What follows belongs to an exercise in optimizing a design on an open flow for small area and a short achievable clock period; a production flow would make more cautious choices.
At most, simulation tests tie the RTL to the original design; equivalence was not proved.
Only the layout flow was run in run 1; the RTL was not checked for function there.
Power figures rest on the tool's default switching activity, not on a simulated workload.

==> flow/design.v, too long to show whole: its modules and the start of the top module <==
// module fir_filter: 5072 lines
// module fa: 4 lines
// module ha: 4 lines
module fir_filter (
   input  logic               clk,
   input  logic               rst,
   input  logic signed [15:0] inp,
   output logic signed [39:0] outp
);
  // ...
==> flow/run.sh <==
#!/bin/bash
# synth_recipe.tcl (not shown) runs the flow's synth.tcl, then flattens the netlist and writes it again
# the make line also repeats each setting of config.mk as NAME=value (left out here)
make -C /OpenROAD-flow-scripts/flow DESIGN_CONFIG=/design/flow/config.mk WORK_HOME=/design/flow/orfs CLKGATE_MAP_FILE= SYNTH_SCRIPT=/design/flow/synth_recipe.tcl finish
==> flow/config.mk <==
export PLATFORM = sky130hd
export DESIGN_NAME = fir_filter
export DESIGN_NICKNAME = fir_filter
export VERILOG_FILES = /design/flow/design.v
export SDC_FILE = /design/flow/constraint.sdc
export NUM_CORES = 4
export LEC_CHECK = 0
export CAP_MARGIN = 20
export CORE_MARGIN = 2
export CORE_UTILIZATION = 40
export CTS_BUF_LIST = sky130_fd_sc_hd__clkbuf_16
export CTS_CLUSTER_DIAMETER = 80
export CTS_CLUSTER_SIZE = 30
export SETUP_SLACK_MARGIN = 5.0
export SLEW_MARGIN = 20
export SYNTH_HIERARCHICAL = 1
export SYNTH_MINIMUM_KEEP_SIZE = 0
==> flow/constraint.sdc <==
create_clock -name core_clock -period 9.0 [get_ports {clk}]
set_input_delay 1.8000 -clock core_clock [delete_from_list [all_inputs] [get_ports {clk}]]
set_output_delay 1.8000 -clock core_clock [all_outputs]
set_load 0.01 [all_outputs]
==> metrics.yaml, run 1 <==
rsz0062_at_grt: "true"
die_h_um: 390
clock_latency_ns: 0.70
max_cap_violations: 0
maxPowerGroup: "combinational logic"
tns_ns: 0
p_switching_mw: 6.97
setup_slack_ns: 5.04
powerSeq_mw: 5.28
crit_arrival_ns: 4.56
synth.area.mux_share: 0.000378
cts_tree: "done"
drive_above_1_share: 0.0968
yosysSeqAreaShare: 0.333
synth_ff_type: "dfxtp_1"
synth_area_leader_cell: "fa_1"
critPathMaxStageDelay_ns: 0.63
peakVddDrop_uv: 262
status: "finished clean"
hold_depth: 1
finalPower_mw: 17.9
worst_pin_slew_ns: 0.995
p_comb_frac: 0.536
p_int_mw: 10.9
setup_viol: 0
clockPowerShare: 0.169
power.density_nw_per_um2: 276
p_comb_mw: 9.59
synthesis.area_um2: 59600
antenna_cells: 2
routedWlPerCell_um: 24.5
worst_path_most_repeated_cell: "fa_1"
mostFrequentLayoutCell: "fa_1"
synth_cells: 4225
synth_top_area_frac: 0.481
cts_htree_levels: 2
vias_per_cell: 4.72
dr.pass1.iters: 5
timing.final.crit_share: 0.440
layout.nonclk_buf_frac: 0.0167
r2r_start: "ps10_18"
met3WireLength_um: 8510
grtUsageMet1: 0.311
final_hold_viol_count: 0
vias: 29600
==> run 2: changes to the inputs <==
--- a/flow/design.v
+++ b/flow/design.v
@@ -4009,17 +4009,30 @@
    fa u1904 (r1_30_0, r1_30_1, 1'b1, s1904, c1904);
    wire [31:0] fa_a = {r1_31_0, s1904, s1903, s1902, s1901, s1900, s1899, s1898, s1897, s1896, s1895, s1894, s1893, s1892, s1891, s1890, s1889, s1888, s1887, s1886, s1885, s1884, s1883, s1882, s1881, s1880, s1879, s1878, s1877, 1'b1, r1_1_0, r1_0_0};
    wire [31:0] fa_b = {c1904, c1903, c1902, c1901, c1900, c1899, c1898, c1897, c1896, c1895, c1894, c1893, c1892, c1891, c1890, c1889, c1888, c1887, c1886, c1885, c1884, c1883, c1882, c1881, c1880, c1879, c1878, c1877, c1876, s1876, p0_1_0, p0_0_0};
    wire [31:0] y_d = fa_a + fa_b;
    always_ff @(posedge clk) begin
       if (rst) begin
          for (int i = 0; i < 27; i++) d[i] <= 16'd0;
          d0n <= '1;
-         y_q <= '0;
+      end else begin
+         d[0] <= inp;
+         d0n <= ~inp;
+         for (int i = 1; i < 27; i++) d[i] <= d[i-1];
+      end
+   end
+   logic rq;
+   always_ff @(posedge clk) rq <= rst;
+   always_ff @(posedge clk) begin
+      if (rst | rq) y_q <= '0;
+      else          y_q <= y_d;
+   end
+   always_ff @(posedge clk) begin
+      if (rq) begin
          r5_0_0 <= 1'b1;
          r5_1_0 <= 1'b1;
          r5_2_0 <= 1'b0;
          r5_3_0 <= 1'b1;
          r5_4_0 <= 1'b1;
          r5_5_0 <= 1'b0;
          r5_6_0 <= 1'b0;
          r5_6_1 <= 1'b0;
@@ -4285,269 +4298,17 @@
          r1_27_1 <= 1'b0;
          r1_28_0 <= 1'b1;
          r1_28_1 <= 1'b0;
          r1_29_0 <= 1'b1;
          r1_29_1 <= 1'b0;
          r1_30_0 <= 1'b1;
          r1_30_1 <= 1'b0;
          r1_31_0 <= 1'b0;
-         ps11_0 <= 1'b0;
-         ps11_1 <= 1'b0;
-         ps11_2 <= 1'b0;
-         ps11_3 <= 1'b0;
-         ps11_4 <= 1'b0;
-         ps11_5 <= 1'b0;
-         ps11_6 <= 1'b0;
-         ps11_7 <= 1'b0;
-         ps11_8 <= 1'b0;
-         ps11_9 <= 1'b0;
-         ps11_10 <= 1'b0;
-         ps11_11 <= 1'b0;
-         ps11_12 <= 1'b0;
-         ps11_13 <= 1'b0;
-         ps11_14 <= 1'b0;
-         ps11_15 <= 1'b0;
-         ps11_16 <= 1'b0;
-         ps11_17 <= 1'b1;
-         ps11_18 <= 1'b0;
-         ps12_0 <= 1'b0;
-         ps12_1 <= 1'b0;
-         ps12_2 <= 1'b0;
-         ps12_3 <= 1'b0;
-         ps12_4 <= 1'b0;
-         ps12_5 <= 1'b0;
-         ps12_6 <= 1'b0;
-         ps12_7 <= 1'b0;
-         ps12_8 <= 1'b0;
-         ps12_9 <= 1'b0;
-         ps12_10 <= 1'b0;
-         ps12_11 <= 1'b0;
-         ps12_12 <= 1'b0;
-         ps12_13 <= 1'b0;
-         ps12_14 <= 1'b0;
-         ps12_15 <= 1'b0;
-         ps12_16 <= 1'b0;
-         ps12_17 <= 1'b1;
-         ps12_18 <= 1'b0;
-         ps6_0 <= 1'b0;
-         ps6_1 <= 1'b0;
-         ps6_2 <= 1'b0;
-         ps6_3 <= 1'b0;
-         ps6_4 <= 1'b0;
-         ps6_5 <= 1'b0;
-         ps6_6 <= 1'b0;
-         ps6_7 <= 1'b0;
-         ps6_8 <= 1'b0;
-         ps6_9 <= 1'b0;
-         ps6_10 <= 1'b0;
-         ps6_11 <= 1'b0;
-         ps6_12 <= 1'b0;
-         ps6_13 <= 1'b0;
-         ps6_14 <= 1'b0;
-         ps6_15 <= 1'b0;
-         ps6_16 <= 1'b0;
-         ps6_17 <= 1'b1;
-         ps6_18 <= 1'b0;
-         ps5_0 <= 1'b0;
-         ps5_1 <= 1'b0;
-         ps5_2 <= 1'b0;
-         ps5_3 <= 1'b0;
-         ps5_4 <= 1'b0;
-         ps5_5 <= 1'b0;
-         ps5_6 <= 1'b0;
-         ps5_7 <= 1'b0;
-         ps5_8 <= 1'b0;
-         ps5_9 <= 1'b0;
-         ps5_10 <= 1'b0;
-         ps5_11 <= 1'b0;
-         ps5_12 <= 1'b0;
-         ps5_13 <= 1'b0;
-         ps5_14 <= 1'b0;
-         ps5_15 <= 1'b0;
-         ps5_16 <= 1'b0;
-         ps5_17 <= 1'b1;
-         ps5_18 <= 1'b0;
-         ps9_0 <= 1'b0;
-         ps9_1 <= 1'b0;
-         ps9_2 <= 1'b0;
-         ps9_3 <= 1'b0;
-         ps9_4 <= 1'b0;
-         ps9_5 <= 1'b0;
-         ps9_6 <= 1'b0;
-         ps9_7 <= 1'b0;
-         ps9_8 <= 1'b0;
-         ps9_9 <= 1'b0;
-         ps9_10 <= 1'b0;
-         ps9_11 <= 1'b0;
-         ps9_12 <= 1'b0;
-         ps9_13 <= 1'b0;
-         ps9_14 <= 1'b0;
-         ps9_15 <= 1'b0;
-         ps9_16 <= 1'b0;
-         ps9_17 <= 1'b1;
-         ps9_18 <= 1'b0;
-         ps8_0 <= 1'b0;
-         ps8_1 <= 1'b0;
-         ps8_2 <= 1'b0;
-         ps8_3 <= 1'b0;
-         ps8_4 <= 1'b0;
-         ps8_5 <= 1'b0;
-         ps8_6 <= 1'b0;
-         ps8_7 <= 1'b0;
-         ps8_8 <= 1'b0;
-         ps8_9 <= 1'b0;
-         ps8_10 <= 1'b0;
-         ps8_11 <= 1'b0;
-         ps8_12 <= 1'b0;
-         ps8_13 <= 1'b0;
-         ps8_14 <= 1'b0;
-         ps8_15 <= 1'b0;
-         ps8_16 <= 1'b0;
-         ps8_17 <= 1'b1;
-         ps8_18 <= 1'b0;
-         ps10_0 <= 1'b0;
-         ps10_1 <= 1'b0;
-         ps10_2 <= 1'b0;
-         ps10_3 <= 1'b0;
-         ps10_4 <= 1'b0;
-         ps10_5 <= 1'b0;
-         ps10_6 <= 1'b0;
-         ps10_7 <= 1'b0;
-         ps10_8 <= 1'b0;
-         ps10_9 <= 1'b0;
-         ps10_10 <= 1'b0;
-         ps10_11 <= 1'b0;
-         ps10_12 <= 1'b0;
-         ps10_13 <= 1'b0;
-         ps10_14 <= 1'b0;
-         ps10_15 <= 1'b0;
-         ps10_16 <= 1'b0;
-         ps10_17 <= 1'b1;
-         ps10_18 <= 1'b0;
-         ps13_0 <= 1'b0;
-         ps13_1 <= 1'b0;
-         ps13_2 <= 1'b0;
-         ps13_3 <= 1'b0;
-         ps13_4 <= 1'b0;
-         ps13_5 <= 1'b0;
-         ps13_6 <= 1'b0;
-         ps13_7 <= 1'b0;
-         ps13_8 <= 1'b0;
-         ps13_9 <= 1'b0;
-         ps13_10 <= 1'b0;
-         ps13_11 <= 1'b0;
-         ps13_12 <= 1'b0;
-         ps13_13 <= 1'b0;
-         ps13_14 <= 1'b0;
-         ps13_15 <= 1'b0;
-         ps13_16 <= 1'b0;
-         ps13_17 <= 1'b1;
-         ps13_18 <= 1'b0;
-         ps15_0 <= 1'b0;
-         ps15_1 <= 1'b0;
-         ps15_2 <= 1'b0;
-         ps15_3 <= 1'b0;
-         ps15_4 <= 1'b0;
-         ps15_5 <= 1'b0;
-         ps15_6 <= 1'b0;
-         ps15_7 <= 1'b0;
-         ps15_8 <= 1'b0;
-         ps15_9 <= 1'b0;
-         ps15_10 <= 1'b0;
-         ps15_11 <= 1'b0;
-         ps15_12 <= 1'b0;
-         ps15_13 <= 1'b0;
-         ps15_14 <= 1'b0;
-         ps15_15 <= 1'b0;
-         ps15_16 <= 1'b0;
-         ps15_17 <= 1'b1;
-         ps15_18 <= 1'b0;
-         ps7_0 <= 1'b0;
-         ps7_1 <= 1'b0;
-         ps7_2 <= 1'b0;
-         ps7_3 <= 1'b0;
-         ps7_4 <= 1'b0;
-         ps7_5 <= 1'b0;
-         ps7_6 <= 1'b0;
-         ps7_7 <= 1'b0;
-         ps7_8 <= 1'b0;
-         ps7_9 <= 1'b0;
-         ps7_10 <= 1'b0;
-         ps7_11 <= 1'b0;
-         ps7_12 <= 1'b0;
-         ps7_13 <= 1'b0;
-         ps7_14 <= 1'b0;
-         ps7_15 <= 1'b0;
-         ps7_16 <= 1'b0;
-         ps7_17 <= 1'b1;
-         ps7_18 <= 1'b0;
-         ps14_0 <= 1'b0;
-         ps14_1 <= 1'b0;
-         ps14_2 <= 1'b0;
-         ps14_3 <= 1'b0;
-         ps14_4 <= 1'b0;
-         ps14_5 <= 1'b0;
-         ps14_6 <= 1'b0;
-         ps14_7 <= 1'b0;
-         ps14_8 <= 1'b0;
-         ps14_9 <= 1'b0;
-         ps14_10 <= 1'b0;
-         ps14_11 <= 1'b0;
-         ps14_12 <= 1'b0;
-         ps14_13 <= 1'b0;
-         ps14_14 <= 1'b0;
-         ps14_15 <= 1'b0;
-         ps14_16 <= 1'b0;
-         ps14_17 <= 1'b1;
-         ps14_18 <= 1'b0;
-         p0_0_0 <= 1'b1;
-         p0_1_0 <= 1'b1;
-         p0_2_0 <= 1'b1;
-         p0_3_0 <= 1'b1;
-         p0_4_0 <= 1'b1;
-         p0_4_1 <= 1'b1;
-         p0_5_0 <= 1'b1;
-         p0_5_1 <= 1'b1;
-         p0_6_0 <= 1'b0;
-         p0_6_1 <= 1'b0;
-         p0_7_0 <= 1'b0;
-         p0_7_1 <= 1'b1;
-         p0_8_0 <= 1'b0;
-         p0_8_1 <= 1'b1;
-         p0_9_0 <= 1'b0;
-         p0_9_1 <= 1'b1;
-         p0_10_0 <= 1'b0;
-         p0_10_1 <= 1'b1;
-         p0_11_0 <= 1'b0;
-         p0_11_1 <= 1'b1;
-         p0_12_0 <= 1'b0;
-         p0_12_1 <= 1'b1;
-         p0_13_0 <= 1'b0;
-         p0_13_1 <= 1'b1;
-         p0_14_0 <= 1'b0;
-         p0_14_1 <= 1'b1;
-         p0_15_0 <= 1'b1;
-         p0_15_1 <= 1'b1;
-         p0_16_0 <= 1'b1;
-         p0_16_1 <= 1'b0;
-         p0_17_0 <= 1'b1;
-         p0_17_1 <= 1'b0;
-         p0_18_0 <= 1'b1;
-         p0_18_1 <= 1'b0;
-         p0_19_0 <= 1'b0;
-         p0_19_1 <= 1'b0;
-         p0_20_0 <= 1'b0;
-         p0_20_1 <= 1'b0;
-         p0_21_0 <= 1'b1;
       end else begin
-         d[0] <= inp;
-         d0n <= ~inp;
-         for (int i = 1; i < 27; i++) d[i] <= d[i-1];
-         y_q <= y_d;
          r5_0_0 <= n0;
          r5_1_0 <= s381;
          r5_2_0 <= s382;
          r5_3_0 <= s383;
          r5_4_0 <= s384;
          r5_5_0 <= s385;
          r5_6_0 <= c359;
          r5_6_1 <= s360;
@@ -4813,266 +4574,268 @@
          r1_27_1 <= c1802;
          r1_28_0 <= s1804;
          r1_28_1 <= c1803;
          r1_29_0 <= s1805;
          r1_29_1 <= c1804;
          r1_30_0 <= s1806;
          r1_30_1 <= c1805;
          r1_31_0 <= c1806;
-         ps11_0 <= s16;
-         ps11_1 <= s17;
-         ps11_2 <= s18;
-         ps11_3 <= s19;
-         ps11_4 <= s20;
-         ps11_5 <= s21;
-         ps11_6 <= c21;
-         ps11_7 <= s22;
-         ps11_8 <= s23;
-         ps11_9 <= s24;
-         ps11_10 <= s25;
-         ps11_11 <= s26;
-         ps11_12 <= c26;
-         ps11_13 <= s27;
-         ps11_14 <= s28;
-         ps11_15 <= s29;
-         ps11_16 <= s30;
-         ps11_17 <= s31;
-         ps11_18 <= c31;
-         ps12_0 <= s51;
-         ps12_1 <= s52;
-         ps12_2 <= s53;
-         ps12_3 <= s54;
-         ps12_4 <= s55;
-         ps12_5 <= s56;
-         ps12_6 <= c56;
-         ps12_7 <= s57;
-         ps12_8 <= s58;
-         ps12_9 <= s59;
-         ps12_10 <= s60;
-         ps12_11 <= s61;
-         ps12_12 <= c61;
-         ps12_13 <= s62;
-         ps12_14 <= s63;
-         ps12_15 <= s64;
-         ps12_16 <= s65;
-         ps12_17 <= s66;
-         ps12_18 <= c66;
-         ps6_0 <= s86;
-         ps6_1 <= s87;
-         ps6_2 <= s88;
-         ps6_3 <= s89;
-         ps6_4 <= s90;
-         ps6_5 <= s91;
-         ps6_6 <= c91;
-         ps6_7 <= s92;
-         ps6_8 <= s93;
-         ps6_9 <= s94;
-         ps6_10 <= s95;
-         ps6_11 <= s96;
-         ps6_12 <= c96;
-         ps6_13 <= s97;
-         ps6_14 <= s98;
-         ps6_15 <= s99;
-         ps6_16 <= s100;
-         ps6_17 <= s101;
-         ps6_18 <= c101;
-         ps5_0 <= s418;
-         ps5_1 <= s419;
-         ps5_2 <= s420;
-         ps5_3 <= s421;
-         ps5_4 <= s422;
-         ps5_5 <= s423;
-         ps5_6 <= c423;
-         ps5_7 <= s424;
-         ps5_8 <= s425;
-         ps5_9 <= s426;
-         ps5_10 <= s427;
-         ps5_11 <= s428;
-         ps5_12 <= c428;
-         ps5_13 <= s429;
-         ps5_14 <= s430;
-         ps5_15 <= s431;
-         ps5_16 <= s432;
-         ps5_17 <= s433;
-         ps5_18 <= c433;
-         ps9_0 <= s453;
-         ps9_1 <= s454;
-         ps9_2 <= s455;
-         ps9_3 <= s456;
-         ps9_4 <= s457;
-         ps9_5 <= s458;
-         ps9_6 <= c458;
-         ps9_7 <= s459;
-         ps9_8 <= s460;
-         ps9_9 <= s461;
-         ps9_10 <= s462;
-         ps9_11 <= s463;
-         ps9_12 <= c463;
-         ps9_13 <= s464;
-         ps9_14 <= s465;
-         ps9_15 <= s466;
-         ps9_16 <= s467;
-         ps9_17 <= s468;
-         ps9_18 <= c468;
-         ps8_0 <= s784;
-         ps8_1 <= s785;
-         ps8_2 <= s786;
-         ps8_3 <= s787;
-         ps8_4 <= s788;
-         ps8_5 <= s789;
-         ps8_6 <= c789;
-         ps8_7 <= s790;
-         ps8_8 <= s791;
-         ps8_9 <= s792;
-         ps8_10 <= s793;
-         ps8_11 <= s794;
-         ps8_12 <= c794;
-         ps8_13 <= s795;
-         ps8_14 <= s796;
-         ps8_15 <= s797;
-         ps8_16 <= s798;
-         ps8_17 <= s799;
-         ps8_18 <= c799;
-         ps10_0 <= s819;
-         ps10_1 <= s820;
-         ps10_2 <= s821;
-         ps10_3 <= s822;
-         ps10_4 <= s823;
-         ps10_5 <= s824;
-         ps10_6 <= c824;
-         ps10_7 <= s825;
-         ps10_8 <= s826;
-         ps10_9 <= s827;
-         ps10_10 <= s828;
-         ps10_11 <= s829;
-         ps10_12 <= c829;
-         ps10_13 <= s830;
-         ps10_14 <= s831;
-         ps10_15 <= s832;
-         ps10_16 <= s833;
-         ps10_17 <= s834;
-         ps10_18 <= c834;
-         ps13_0 <= s854;
-         ps13_1 <= s855;
-         ps13_2 <= s856;
-         ps13_3 <= s857;
-         ps13_4 <= s858;
-         ps13_5 <= s859;
-         ps13_6 <= c859;
-         ps13_7 <= s860;
-         ps13_8 <= s861;
-         ps13_9 <= s862;
-         ps13_10 <= s863;
-         ps13_11 <= s864;
-         ps13_12 <= c864;
-         ps13_13 <= s865;
-         ps13_14 <= s866;
-         ps13_15 <= s867;
-         ps13_16 <= s868;
-         ps13_17 <= s869;
-         ps13_18 <= c869;
-         ps15_0 <= s1189;
-         ps15_1 <= s1190;
-         ps15_2 <= s1191;
-         ps15_3 <= s1192;
-         ps15_4 <= s1193;
-         ps15_5 <= s1194;
-         ps15_6 <= c1194;
-         ps15_7 <= s1195;
-         ps15_8 <= s1196;
-         ps15_9 <= s1197;
-         ps15_10 <= s1198;
-         ps15_11 <= s1199;
-         ps15_12 <= c1199;
-         ps15_13 <= s1200;
-         ps15_14 <= s1201;
-         ps15_15 <= s1202;
-         ps15_16 <= s1203;
-         ps15_17 <= s1204;
-         ps15_18 <= c1204;
-         ps7_0 <= s1448;
-         ps7_1 <= s1449;
-         ps7_2 <= s1450;
-         ps7_3 <= s1451;
-         ps7_4 <= s1452;
-         ps7_5 <= s1453;
-         ps7_6 <= c1453;
-         ps7_7 <= s1454;
-         ps7_8 <= s1455;
-         ps7_9 <= s1456;
-         ps7_10 <= s1457;
-         ps7_11 <= s1458;
-         ps7_12 <= c1458;
-         ps7_13 <= s1459;
-         ps7_14 <= s1460;
-         ps7_15 <= s1461;
-         ps7_16 <= s1462;
-         ps7_17 <= s1463;
-         ps7_18 <= c1463;
-         ps14_0 <= s1483;
-         ps14_1 <= s1484;
-         ps14_2 <= s1485;
-         ps14_3 <= s1486;
-         ps14_4 <= s1487;
-         ps14_5 <= s1488;
-         ps14_6 <= c1488;
-         ps14_7 <= s1489;
-         ps14_8 <= s1490;
-         ps14_9 <= s1491;
-         ps14_10 <= s1492;
-         ps14_11 <= s1493;
-         ps14_12 <= c1493;
-         ps14_13 <= s1494;
-         ps14_14 <= s1495;
-         ps14_15 <= s1496;
-         ps14_16 <= s1497;
-         ps14_17 <= s1498;
-         ps14_18 <= c1498;
-         p0_0_0 <= n1813;
-         p0_1_0 <= n1814;
-         p0_2_0 <= n1815;
-         p0_3_0 <= n1816;
-         p0_4_0 <= n1817;
-         p0_4_1 <= n1813;
-         p0_5_0 <= n1818;
-         p0_5_1 <= n1814;
-         p0_6_0 <= inp[0];
-         p0_6_1 <= s1829;
-         p0_7_0 <= s1830;
-         p0_7_1 <= c1829;
-         p0_8_0 <= s1831;
-         p0_8_1 <= c1830;
-         p0_9_0 <= s1832;
-         p0_9_1 <= c1831;
-         p0_10_0 <= s1833;
-         p0_10_1 <= c1832;
-         p0_11_0 <= s1834;
-         p0_11_1 <= c1833;
-         p0_12_0 <= s1835;
-         p0_12_1 <= c1834;
-         p0_13_0 <= s1836;
-         p0_13_1 <= c1835;
-         p0_14_0 <= s1837;
-         p0_14_1 <= c1836;
-         p0_15_0 <= s1838;
-         p0_15_1 <= c1837;
-         p0_16_0 <= s1839;
-         p0_16_1 <= c1838;
-         p0_17_0 <= s1840;
-         p0_17_1 <= c1839;
-         p0_18_0 <= s1841;
-         p0_18_1 <= c1840;
-         p0_19_0 <= s1842;
-         p0_19_1 <= c1841;
-         p0_20_0 <= inp[14];
-         p0_20_1 <= c1842;
-         p0_21_0 <= n1828;
       end
    end
+   always_ff @(posedge clk) begin
+      ps11_0 <= s16;
+      ps11_1 <= s17;
+      ps11_2 <= s18;
+      ps11_3 <= s19;
+      ps11_4 <= s20;
+      ps11_5 <= s21;
+      ps11_6 <= c21;
+      ps11_7 <= s22;
+      ps11_8 <= s23;
+      ps11_9 <= s24;
+      ps11_10 <= s25;
+      ps11_11 <= s26;
+      ps11_12 <= c26;
+      ps11_13 <= s27;
+      ps11_14 <= s28;
+      ps11_15 <= s29;
+      ps11_16 <= s30;
+      ps11_17 <= s31;
+      ps11_18 <= c31;
+      ps12_0 <= s51;
+      ps12_1 <= s52;
+      ps12_2 <= s53;
+      ps12_3 <= s54;
+      ps12_4 <= s55;
+      ps12_5 <= s56;
+      ps12_6 <= c56;
+      ps12_7 <= s57;
+      ps12_8 <= s58;
+      ps12_9 <= s59;
+      ps12_10 <= s60;
+      ps12_11 <= s61;
+      ps12_12 <= c61;
+      ps12_13 <= s62;
+      ps12_14 <= s63;
+      ps12_15 <= s64;
+      ps12_16 <= s65;
+      ps12_17 <= s66;
+      ps12_18 <= c66;
+      ps6_0 <= s86;
+      ps6_1 <= s87;
+      ps6_2 <= s88;
+      ps6_3 <= s89;
+      ps6_4 <= s90;
+      ps6_5 <= s91;
+      ps6_6 <= c91;
+      ps6_7 <= s92;
+      ps6_8 <= s93;
+      ps6_9 <= s94;
+      ps6_10 <= s95;
+      ps6_11 <= s96;
+      ps6_12 <= c96;
+      ps6_13 <= s97;
+      ps6_14 <= s98;
+      ps6_15 <= s99;
+      ps6_16 <= s100;
+      ps6_17 <= s101;
+      ps6_18 <= c101;
+      ps5_0 <= s418;
+      ps5_1 <= s419;
+      ps5_2 <= s420;
+      ps5_3 <= s421;
+      ps5_4 <= s422;
+      ps5_5 <= s423;
+      ps5_6 <= c423;
+      ps5_7 <= s424;
+      ps5_8 <= s425;
+      ps5_9 <= s426;
+      ps5_10 <= s427;
+      ps5_11 <= s428;
+      ps5_12 <= c428;
+      ps5_13 <= s429;
+      ps5_14 <= s430;
+      ps5_15 <= s431;
+      ps5_16 <= s432;
+      ps5_17 <= s433;
+      ps5_18 <= c433;
+      ps9_0 <= s453;
+      ps9_1 <= s454;
+      ps9_2 <= s455;
+      ps9_3 <= s456;
+      ps9_4 <= s457;
+      ps9_5 <= s458;
+      ps9_6 <= c458;
+      ps9_7 <= s459;
+      ps9_8 <= s460;
+      ps9_9 <= s461;
+      ps9_10 <= s462;
+      ps9_11 <= s463;
+      ps9_12 <= c463;
+      ps9_13 <= s464;
+      ps9_14 <= s465;
+      ps9_15 <= s466;
+      ps9_16 <= s467;
+      ps9_17 <= s468;
+      ps9_18 <= c468;
+      ps8_0 <= s784;
+      ps8_1 <= s785;
+      ps8_2 <= s786;
+      ps8_3 <= s787;
+      ps8_4 <= s788;
+      ps8_5 <= s789;
+      ps8_6 <= c789;
+      ps8_7 <= s790;
+      ps8_8 <= s791;
+      ps8_9 <= s792;
+      ps8_10 <= s793;
+      ps8_11 <= s794;
+      ps8_12 <= c794;
+      ps8_13 <= s795;
+      ps8_14 <= s796;
+      ps8_15 <= s797;
+      ps8_16 <= s798;
+      ps8_17 <= s799;
+      ps8_18 <= c799;
+      ps10_0 <= s819;
+      ps10_1 <= s820;
+      ps10_2 <= s821;
+      ps10_3 <= s822;
+      ps10_4 <= s823;
+      ps10_5 <= s824;
+      ps10_6 <= c824;
+      ps10_7 <= s825;
+      ps10_8 <= s826;
+      ps10_9 <= s827;
+      ps10_10 <= s828;
+      ps10_11 <= s829;
+      ps10_12 <= c829;
+      ps10_13 <= s830;
+      ps10_14 <= s831;
+      ps10_15 <= s832;
+      ps10_16 <= s833;
+      ps10_17 <= s834;
+      ps10_18 <= c834;
+      ps13_0 <= s854;
+      ps13_1 <= s855;
+      ps13_2 <= s856;
+      ps13_3 <= s857;
+      ps13_4 <= s858;
+      ps13_5 <= s859;
+      ps13_6 <= c859;
+      ps13_7 <= s860;
+      ps13_8 <= s861;
+      ps13_9 <= s862;
+      ps13_10 <= s863;
+      ps13_11 <= s864;
+      ps13_12 <= c864;
+      ps13_13 <= s865;
+      ps13_14 <= s866;
+      ps13_15 <= s867;
+      ps13_16 <= s868;
+      ps13_17 <= s869;
+      ps13_18 <= c869;
+      ps15_0 <= s1189;
+      ps15_1 <= s1190;
+      ps15_2 <= s1191;
+      ps15_3 <= s1192;
+      ps15_4 <= s1193;
+      ps15_5 <= s1194;
+      ps15_6 <= c1194;
+      ps15_7 <= s1195;
+      ps15_8 <= s1196;
+      ps15_9 <= s1197;
+      ps15_10 <= s1198;
+      ps15_11 <= s1199;
+      ps15_12 <= c1199;
+      ps15_13 <= s1200;
+      ps15_14 <= s1201;
+      ps15_15 <= s1202;
+      ps15_16 <= s1203;
+      ps15_17 <= s1204;
+      ps15_18 <= c1204;
+      ps7_0 <= s1448;
+      ps7_1 <= s1449;
+      ps7_2 <= s1450;
+      ps7_3 <= s1451;
+      ps7_4 <= s1452;
+      ps7_5 <= s1453;
+      ps7_6 <= c1453;
+      ps7_7 <= s1454;
+      ps7_8 <= s1455;
+      ps7_9 <= s1456;
+      ps7_10 <= s1457;
+      ps7_11 <= s1458;
+      ps7_12 <= c1458;
+      ps7_13 <= s1459;
+      ps7_14 <= s1460;
+      ps7_15 <= s1461;
+      ps7_16 <= s1462;
+      ps7_17 <= s1463;
+      ps7_18 <= c1463;
+      ps14_0 <= s1483;
+      ps14_1 <= s1484;
+      ps14_2 <= s1485;
+      ps14_3 <= s1486;
+      ps14_4 <= s1487;
+      ps14_5 <= s1488;
+      ps14_6 <= c1488;
+      ps14_7 <= s1489;
+      ps14_8 <= s1490;
+      ps14_9 <= s1491;
+      ps14_10 <= s1492;
+      ps14_11 <= s1493;
+      ps14_12 <= c1493;
+      ps14_13 <= s1494;
+      ps14_14 <= s1495;
+      ps14_15 <= s1496;
+      ps14_16 <= s1497;
+      ps14_17 <= s1498;
+      ps14_18 <= c1498;
+      p0_0_0 <= n1813;
+      p0_1_0 <= n1814;
+      p0_2_0 <= n1815;
+      p0_3_0 <= n1816;
+      p0_4_0 <= n1817;
+      p0_4_1 <= n1813;
+      p0_5_0 <= n1818;
+      p0_5_1 <= n1814;
+      p0_6_0 <= inp[0];
+      p0_6_1 <= s1829;
+      p0_7_0 <= s1830;
+      p0_7_1 <= c1829;
+      p0_8_0 <= s1831;
+      p0_8_1 <= c1830;
+      p0_9_0 <= s1832;
+      p0_9_1 <= c1831;
+      p0_10_0 <= s1833;
+      p0_10_1 <= c1832;
+      p0_11_0 <= s1834;
+      p0_11_1 <= c1833;
+      p0_12_0 <= s1835;
+      p0_12_1 <= c1834;
+      p0_13_0 <= s1836;
+      p0_13_1 <= c1835;
+      p0_14_0 <= s1837;
+      p0_14_1 <= c1836;
+      p0_15_0 <= s1838;
+      p0_15_1 <= c1837;
+      p0_16_0 <= s1839;
+      p0_16_1 <= c1838;
+      p0_17_0 <= s1840;
+      p0_17_1 <= c1839;
+      p0_18_0 <= s1841;
+      p0_18_1 <= c1840;
+      p0_19_0 <= s1842;
+      p0_19_1 <= c1841;
+      p0_20_0 <= inp[14];
+      p0_20_1 <= c1842;
+      p0_21_0 <= n1828;
+   end
    assign outp = {{8{y_q[31]}}, y_q};
 endmodule
 module fa (input logic a, input logic b, input logic c, output logic s, output logic co);
    assign s = a ^ b ^ c;
    assign co = (a & b) | (a & c) | (b & c);
 endmodule
 module ha (input logic a, input logic b, output logic s, output logic co);
    assign s = a ^ b;
==> flow/flow/run.sh (new file) <==
#!/bin/bash
set -euo pipefail
bash standard.sh SETUP_SLACK_MARGIN=5.3 finish > standard.log 2>&1
==> flow/standard.sh (new file) <==
#!/bin/bash
# synth_recipe.tcl (not shown) runs the flow's synth.tcl, then flattens the netlist and writes it again
# the make line also repeats each setting of config.mk as NAME=value (left out here)
make -C /OpenROAD-flow-scripts/flow DESIGN_CONFIG=/design/flow/config.mk WORK_HOME=/design/flow/orfs CLKGATE_MAP_FILE= SYNTH_SCRIPT=/design/flow/synth_recipe.tcl "${@:-finish}"
--- a/flow/config.mk
+++ b/flow/config.mk
@@ -6,12 +6,11 @@
 export NUM_CORES = 4
 export LEC_CHECK = 0
 export CAP_MARGIN = 20
 export CORE_MARGIN = 2
 export CORE_UTILIZATION = 40
 export CTS_BUF_LIST = sky130_fd_sc_hd__clkbuf_16
 export CTS_CLUSTER_DIAMETER = 80
 export CTS_CLUSTER_SIZE = 30
-export SETUP_SLACK_MARGIN = 5.0
 export SLEW_MARGIN = 20
 export SYNTH_HIERARCHICAL = 1
 export SYNTH_MINIMUM_KEEP_SIZE = 0
removed: flow/run.sh
==> metrics.yaml, run 2 <==
crit_arrival_ns: 4.38  # was 4.56 ns
syn_to_final_growth_pct: 11.7  # was 8.81%
track_usage: 0.215  # was 0.214
setup_viol: 0  # unchanged
die_x_um: 386  # was 390 µm
postSynth.asyncResetShare: 0  # unchanged
antenna_found_initial: 3  # was 4
ys_warn_count: 9  # unchanged
max_cap_violations: 0  # unchanged
most-common-layout-cells: "1272 x fa_1, 836 x dfxtp_1, 494 x nor2b_1, 234 x inv_1, 164 x ha_1"  # was 1428 x fa_1, 934 x dfxtp_1, 720 x nor2b_1, 302 x inv_1, 172 x ha_1
nNetsFinal: 5809  # was 5910
startpoint_type: "register"  # unchanged
period_needed_ns: 3.79  # was 3.96 ns
cp.required_ns: 9.58  # was 9.60 ns
rsz0062_at_grt: "true"  # unchanged
worst_pin_slew_ns: 0.998  # was 0.995 ns
critPathKind: "register to register"  # unchanged
tns_ns: 0  # unchanged
vias: 29200  # was 29600
peakVddDrop_uv: 278  # was 262 µV
final_cells: 6143  # was 6259
grt_max_degree: 182  # was 199
cts_buffer_depth: 3  # unchanged
synth_common_cells: "1430 x fa_1, 1002 x dfxtp_1, 497 x nor2b_1, 335 x inv_1, 173 x ha_1"  # was 1430 x fa_1, 992 x dfxtp_1, 720 x nor2b_1, 331 x inv_1, 173 x ha_1
routed_wl_um: 150000  # was 153000 µm
p_sw_frac: 0.397  # was 0.389
core_um2: 145000  # was 148000 µm²
use_met2: 0.339  # was 0.334
slew_headroom: 0.335  # was 0.337
endpoint_kind: "register"  # unchanged
rows: 140  # was 141
synth_cells: 4024  # was 4225
cts-root-buf: "clkbuf_16"  # unchanged
largest_register_ff_count: 432  # unchanged
p_comb_frac: 0.567  # was 0.536
hold_path_class: "register to register"  # unchanged
worst-path-max-fanout: 2  # was 4
cts.reportedPaths.clkPinSlew_ns: 0.11  # was 0.12 ns
vias_per_cell: 4.75  # was 4.72
die_h_um: 386  # was 390 µm
overflow: 0  # unchanged
synth_edf_count: 0  # unchanged
mostFrequentLayoutCell: "fa_1"  # unchanged
clock_latency_ns: 0.69  # was 0.70 ns
dieArea_um2: 149000  # was 152000 µm²
timing.final.crit_share: 0.422  # was 0.440
portBuffers: 57  # unchanged
dp.cells: 5922  # was 6111
p_int_mw: 11.5  # was 10.9 mW
final_hold_viol_count: 0  # unchanged
cts_htree_levels: 2  # unchanged
clock_skew_ns: 0.0404  # was 0.0442 ns
synth_area_leader_cell: "fa_1"  # unchanged
hpwl_um: 127000  # was 132000 µm
ios: 58  # unchanged
clockPowerShare: 0.154  # was 0.169
drcViolationCount: 0  # unchanged
grt_pass1_vias: 34000  # was 34600
avgSynthCellArea_um2: 14.5  # was 14.1 µm²
synth_cell_types: 57  # was 60
fmax_ghz: 0.264  # was 0.253 GHz
antenna_left: 0  # unchanged
largestRegisters: "d x432, y_q x32, d0n x16"  # was d x432, y_q x32, d0n x15
cts_tree: "done"  # unchanged
p_switching_mw: 7.59  # was 6.97 mW
synth_seq_cells: 1002  # was 992
yosysSeqAreaShare: 0.343  # was 0.333
synth_area_leaders: "fa_1 49%, dfxtp_1 34%, nor2b_1 5.3%, ha_1 3.7%, inv_1 2.2%"  # was fa_1 48%, dfxtp_1 33%, nor2b_1 7.6%, ha_1 3.6%, inv_1 2.1%
synth_top_area_frac: 0.490  # was 0.481
seqPwrFrac: 0.279  # was 0.295
grt_first_pass_wirelength_um: 227000  # was 232000 µm
synth_ff_type: "dfxtp_1"  # unchanged
globalplace.congestion: 0.912  # was 0.897
dr.pass1.iters: 7  # was 5
largest-register: "d"  # unchanged
slew_viol_final: 0  # unchanged
dr.first_iter.drc_count: 1720  # was 1731
cellLeakagePower_nw: 25.2  # about the same
drive_above_1_share: 0.197  # was 0.0968
routedWlPerCell_um: 24.5  # about the same
start_util: 0.402  # was 0.403
hold_buffers: 0  # unchanged
clock-sinks: 1002  # was 992
grtUsageMet1: 0.315  # was 0.311
cts_buffers: 52  # was 53
synthesis.area_um2: 58400  # was 59600 µm²
grt_busiest_layer: "met2"  # unchanged
power.density_nw_per_um2: 293  # was 276 nW/µm²
synthMostInstantiatedCell: "fa_1"  # unchanged
status: "finished clean"  # unchanged
grt_use_met3: 0.0379  # was 0.0438
run 2: path summary, 6_finish.rpt:
kind	start	to	slack, ns	depth (start not counted)
setup / recovery	d[25][8]	r4_15_0	5.21	9
hold / removal	d[8][9]	d[9][9]	0.42	1
setup reg to reg	d[25][8]	r4_15_0	5.21	9
hold reg to reg	d[8][9]	d[9][9]	0.42	1
run 2: power by group through the flow:
stage / Combinational (mW) / Clock, mW / Sequential [mW]
after floorplan: 7.53 / 0 / 5.38
after global placement: 10.3 / 0 / 5.48
after detailed placement: 10.3 / 0 / 5.47
after CTS: 10.6 / 3.04 / 5.36
after global routing: 12.6 / 3.18 / 5.41
final: 10.8 / 2.94 / 5.34
run 2: area by class of cell:
type                    count  area [µm²]
fillers                 13100       80100
multi-input cells        2603       37400
flip-flops and latches   1002       20500
well taps                1917        2400
repair buffers            194        1720
inverters                 335        1450
clock buffers              53        1330
clock inverters            38         534
diodes                      1        2.50
run 2: modules after synthesis, one instance, submodules excluded:
module      flip-flops and latches  cell area (µm²)
fa                               0             20.0
fir_filter                    1002            28000
ha                               0             12.5
run 2: critical path: stages, from the launching register on:
cell and delay (ns):
dfxtp_2 0.37, clkinvlp_4 0.13, buf_12 0.15, fa_1 0.48, fa_2 0.56, fa_1 0.43, fa_2 0.35, fa_2 0.53
fa_1 0.41, or2_2 0.28
run 2: kinds of logic after synthesis:
family                   share of synthesized area
AND/OR/NAND/NOR                             0.0849
multiplexers                              0.000685
flip-flops                                   0.343
buffers and inverters                       0.0284
XOR/XNOR                                   0.00240
AO/OA/AOI/OAI                               0.0130
adder cells (fa/ha/maj)                      0.527
other                                    0.0000642
run 2: routing by layer:
layer | up-vias | part of all wire
met5 | - | 0
met4 | 0 | 0.020
met3 | 113 | 0.052
met2 | 578 | 0.47
met1 | 16000 | 0.46
li1 | 12500 | -
run 2: per-stage QoR:
stage | hold WS [ns] | power [mW] | util | cell area (µm²) | setup slack [ns]
after CTS | 0.434 | 19.0 | 0.441 | 64100 | 5.22
after floorplan | 0.414 | 12.9 | - | 58500 | 5.31
after global routing | 0.450 | 21.2 | 0.449 | 65300 | 5.12
after detailed placement | 0.421 | 15.8 | 0.420 | 61100 | 4.88
after global placement | 0.416 | 15.8 | 0.420 | 61100 | 4.93
final | 0.421 | 19.1 | 0.449 | 65300 | 5.21
run 2: what timing repair did:
item / 4_1_cts / 5_1_grt
setup buffers: 66 / 62
endpoints found under the setup margin: 108 / 83
gates resized for setup: 346 / 232
pin swaps: 57 / 126
==> run 3: changes to the inputs <==
==> flow/run.sh (new file) <==
#!/bin/bash
# synth_recipe.tcl (not shown) runs the flow's synth.tcl, then flattens the netlist and writes it again
# the make line also repeats each setting of config.mk as NAME=value (left out here)
make -C /OpenROAD-flow-scripts/flow DESIGN_CONFIG=/design/flow/config.mk WORK_HOME=/design/flow/orfs CLKGATE_MAP_FILE= SYNTH_SCRIPT=/design/flow/synth_recipe.tcl finish
--- a/flow/config.mk
+++ b/flow/config.mk
@@ -11,6 +11,7 @@
 export CTS_BUF_LIST = sky130_fd_sc_hd__clkbuf_16
 export CTS_CLUSTER_DIAMETER = 80
 export CTS_CLUSTER_SIZE = 30
+export SETUP_SLACK_MARGIN = 5.0
 export SLEW_MARGIN = 20
 export SYNTH_HIERARCHICAL = 1
 export SYNTH_MINIMUM_KEEP_SIZE = 0
removed: flow/flow/run.sh
removed: flow/standard.sh
==> metrics.yaml, run 3 <==
postSynth.asyncResetShare: 0  # unchanged
clock_skew_ns: 0.0276  # was 0.0404 ns
synthMostInstantiatedCell: "fa_1"  # unchanged
max_cap_violations: 0  # unchanged
cp.required_ns: 9.57  # was 9.58 ns
overflow: 0  # unchanged
largest-register: "d"  # unchanged
cts_buffer_depth: 3  # unchanged
cts_tree: "done"  # unchanged
vias_per_cell: 4.74  # was 4.75
cts_buffers: 55  # was 52
cts.reportedPaths.clkPinSlew_ns: 0.11  # about the same
routed_wl_um: 149000  # was 150000 µm
synth_seq_cells: 1002  # unchanged
critPathMaxStageDelay_ns: 0.59  # was 0.56 ns
globalplace.congestion: 0.920  # was 0.912
synth-xor-area-share: 0.00240  # unchanged
die_x_um: 386  # unchanged
mostFrequentLayoutCell: "fa_1"  # unchanged
synth_cell_types: 57  # unchanged
vias: 28700  # was 29200
worst_pin_slew_ns: 0.924  # was 0.998 ns
cts_htree_levels: 2  # unchanged
routedWlPerCell_um: 24.6  # was 24.5 µm
clock_latency_ns: 0.70  # was 0.69 ns
antenna_left: 0  # unchanged
synth_common_cells: "1430 x fa_1, 1002 x dfxtp_1, 497 x nor2b_1, 335 x inv_1, 173 x ha_1"  # unchanged
ys_warn_count: 9  # unchanged
grt_pass1_vias: 33600  # was 34000
portBuffers: 57  # unchanged
syn_to_final_growth_pct: 8.84  # was 11.7%
critPathBufInv: 1  # was 2
path_cells: "clkinvlp_4, fa_1, fa_1, fa_1, fa_1, fa_1, fa_1, or2_2"  # was clkinvlp_4, buf_12, fa_1, fa_2, fa_1, fa_2, fa_2, fa_1, or2_2
grt_first_pass_wirelength_um: 227000  # about the same
final_area_um2: 63600  # was 65300 µm²
timing.final.crit_share: 0.437  # was 0.422
clock-sinks: 1002  # unchanged
most-common-layout-cells: "1430 x fa_1, 948 x dfxtp_1, 497 x nor2b_1, 309 x inv_1, 173 x ha_1"  # was 1272 x fa_1, 836 x dfxtp_1, 494 x nor2b_1, 234 x inv_1, 164 x ha_1
cellLeakagePower_nw: 24.8  # was 25.2 nW
synthesis.area_um2: 58400  # unchanged
critPathKind: "register to register"  # unchanged
largestRegisters: "d x432, y_q x32, d0n x16"  # unchanged
cts-root-buf: "clkbuf_16"  # unchanged
avgSynthCellArea_um2: 14.5  # unchanged
final_hold_viol_count: 0  # unchanged
synth_cells: 4024  # unchanged
worst-path-max-fanout: 3  # was 2
synth_compound_area_frac: 0.0130  # unchanged
peakVddDrop_uv: 371  # was 278 µV
fmax_ghz: 0.254  # was 0.264 GHz
grt_max_degree: 201  # was 182
power.density_nw_per_um2: 295  # was 293 nW/µm²
hpwl_um: 128000  # was 127000 µm
worst_path_most_repeated_cell: "fa_1"
drcViolationCount: 0  # unchanged
cp_slowest_cell: "fa_1"  # was fa_2
crit_arrival_ns: 4.51  # was 4.38 ns
die_h_um: 386  # unchanged
cp_top_family: "adder cells"  # unchanged
tns_ns: 0  # unchanged
hold_buffers: 0  # unchanged
track_usage: 0.214  # was 0.215
status: "finished clean"  # unchanged
dieArea_um2: 149000  # unchanged
placed_cell_area_um2: 61100  # unchanged
startpoint_type: "register"  # unchanged
core_um2: 145000  # unchanged
synth_ff_type: "dfxtp_1"  # unchanged
rsz0062_at_grt: "true"  # unchanged
synth_top_family_by_area: "adder cells"  # unchanged
rows: 140  # unchanged
antenna_found_initial: 1  # was 3
synth_area_leaders: "fa_1 49%, dfxtp_1 34%, nor2b_1 5.3%, ha_1 3.7%, inv_1 2.2%"  # unchanged
synth_top_area_frac: 0.490  # unchanged
ios: 58  # unchanged
start_util: 0.402  # unchanged
synth.area.mux_share: 0.000685  # unchanged
slew_headroom: 0.384  # was 0.335
slew_viol_final: 0  # unchanged
dr.pass1.iters: 5  # was 7
endpoint_kind: "register"  # unchanged
nNetsFinal: 5714  # was 5809
hold_path_class: "register to register"  # unchanged
period_needed_ns: 3.93  # was 3.79 ns
synthAdderAreaFrac: 0.527  # unchanged
synth-simple-area-share: 0.0849  # unchanged
yosysSeqAreaShare: 0.343  # unchanged
synth_edf_count: 0  # unchanged
synth_area_leader_cell: "fa_1"  # unchanged
dr.first_iter.drc_count: 1841  # was 1720
drive_above_1_share: 0.0893  # was 0.197
largest_register_ff_count: 432  # unchanged
setup_viol: 0  # unchanged
==> run 3: area by class of cell <==
cell class	count	area, µm²
antenna	2	5.00
fill	13200	81800
inverter	335	1340
multi-input combinational	2603	36800
clock inverter	41	626
timing repair buffer	96	893
sequential	1002	20100
clock buffer	57	1430
tap	1917	2400
==> run 3: cells by family (layout without fill, tap and decap cells) <==
kind of cell / after synthesis / after routing
buffers and inverters: 433 / 529
other: 1 / 17
AOI/OAI and AO/OA: 110 / 110
and+or+nand+nor: 855 / 855
adders and majority gates: 1603 / 1603
xor gates and xnor gates: 16 / 16
DFF: 1002 / 1002
muxes: 4 / 4
==> run 3: what timing repair did <==
item / in CTS / in global routing
pin swaps: 0 / 0
setup endpoints to repair: 28 / 54
resized for setup: 21 / 67
buffers inserted: 8 / 23
==> run 3: per-stage QoR <==
| stage | hold slack, ns | cells | power (mW) | setup slack (ns) | utilization |
|---|---|---|---|---|---|
| after floorplan | 0.414 | 4038 | 12.9 | 5.29 | - |
| after global placement | 0.417 | 5922 | 15.8 | 4.92 | 0.420 |
| after detailed placement | 0.420 | 5922 | 15.8 | 4.88 | 0.420 |
| after CTS | 0.435 | 6028 | 19.0 | 4.95 | 0.435 |
| after global routing | 0.443 | 6051 | 20.7 | 4.97 | 0.437 |
| final | 0.431 | 6053 | 18.7 | 5.07 | 0.437 |
==> run 3: Yosys stat by module, one instance, submodules excluded <==
module / cells / area [µm²] / flip-flops and latches / copies in the design
fa: 1 / 20.0 / 0 / 1429
fir_filter: 2452 / 28000 / 1002 / 1
ha: 1 / 12.5 / 0 / 143
==> run 3: worst paths after layout <==
kind,from,endpoint,slack [ns],depth (start not counted)
worst max-delay path,ps13_10,r3_16_1,5.07,8
worst min-delay path,d[20][10],d[21][10],0.43,1
worst max register to register,ps13_10,r3_16_1,5.07,8
worst min register to register,d[20][10],d[21][10],0.43,1
==> run 3: power breakdown <==
group          switching (mW)  leakage (nW)  internal, mW
logic                    5.37          15.6          4.90
registers               0.331          8.21          5.03
clock network            1.80         0.984          1.31
total                    7.50          24.8          11.2
==> run 3: per-layer routing <==
| layer | vias to the layer above | global-route usage | wire length [µm] |
|---|---|---|---|
| met5 | - | 0 | 0 |
| met3 | 101 | 0.0364 | 7390 |
| li1 | 12300 | - | - |
| met2 | 519 | 0.336 | 69100 |
| met4 | 0 | 0.0393 | 2700 |
| met1 | 15800 | 0.317 | 69800 |

==> port drivers added, routing unchanged <==
Ports are ideal in the flow. The routed layouts listed here were re-timed in OpenROAD. Step 1 assumes that a clkbuf_16 drives the clock port and a buf_2 every other input. Step 2 also shifts input and output timing later by t, the mid clock arrival at the registers, as if the neighbouring blocks saw the same clock. a / b / c = no drivers / after step 1 / after step 2; a / b = the first two.
| run | shift t [ns] | setup WS [ns] | latest minus earliest clock arrival (ns) | worst slew at a driven data input, ns |
|---|---|---|---|---|
| run 1 | 0.756 | 5.044 / 5.044 / 4.717 | 0.047 / 0.047 | 0.06 |
| run 2 | 0.750 | 5.205 / 5.205 / 4.919 | 0.044 / 0.044 | 0.07 |
| run 3 | 0.762 | 5.069 / 5.069 / 4.952 | 0.033 / 0.033 | 0.07 |
After both steps every run listed still meets setup and hold. For run 1, which loses most, drivers alone change the setup slack by 0.000 ns; drivers and shift together by -0.327 ns.
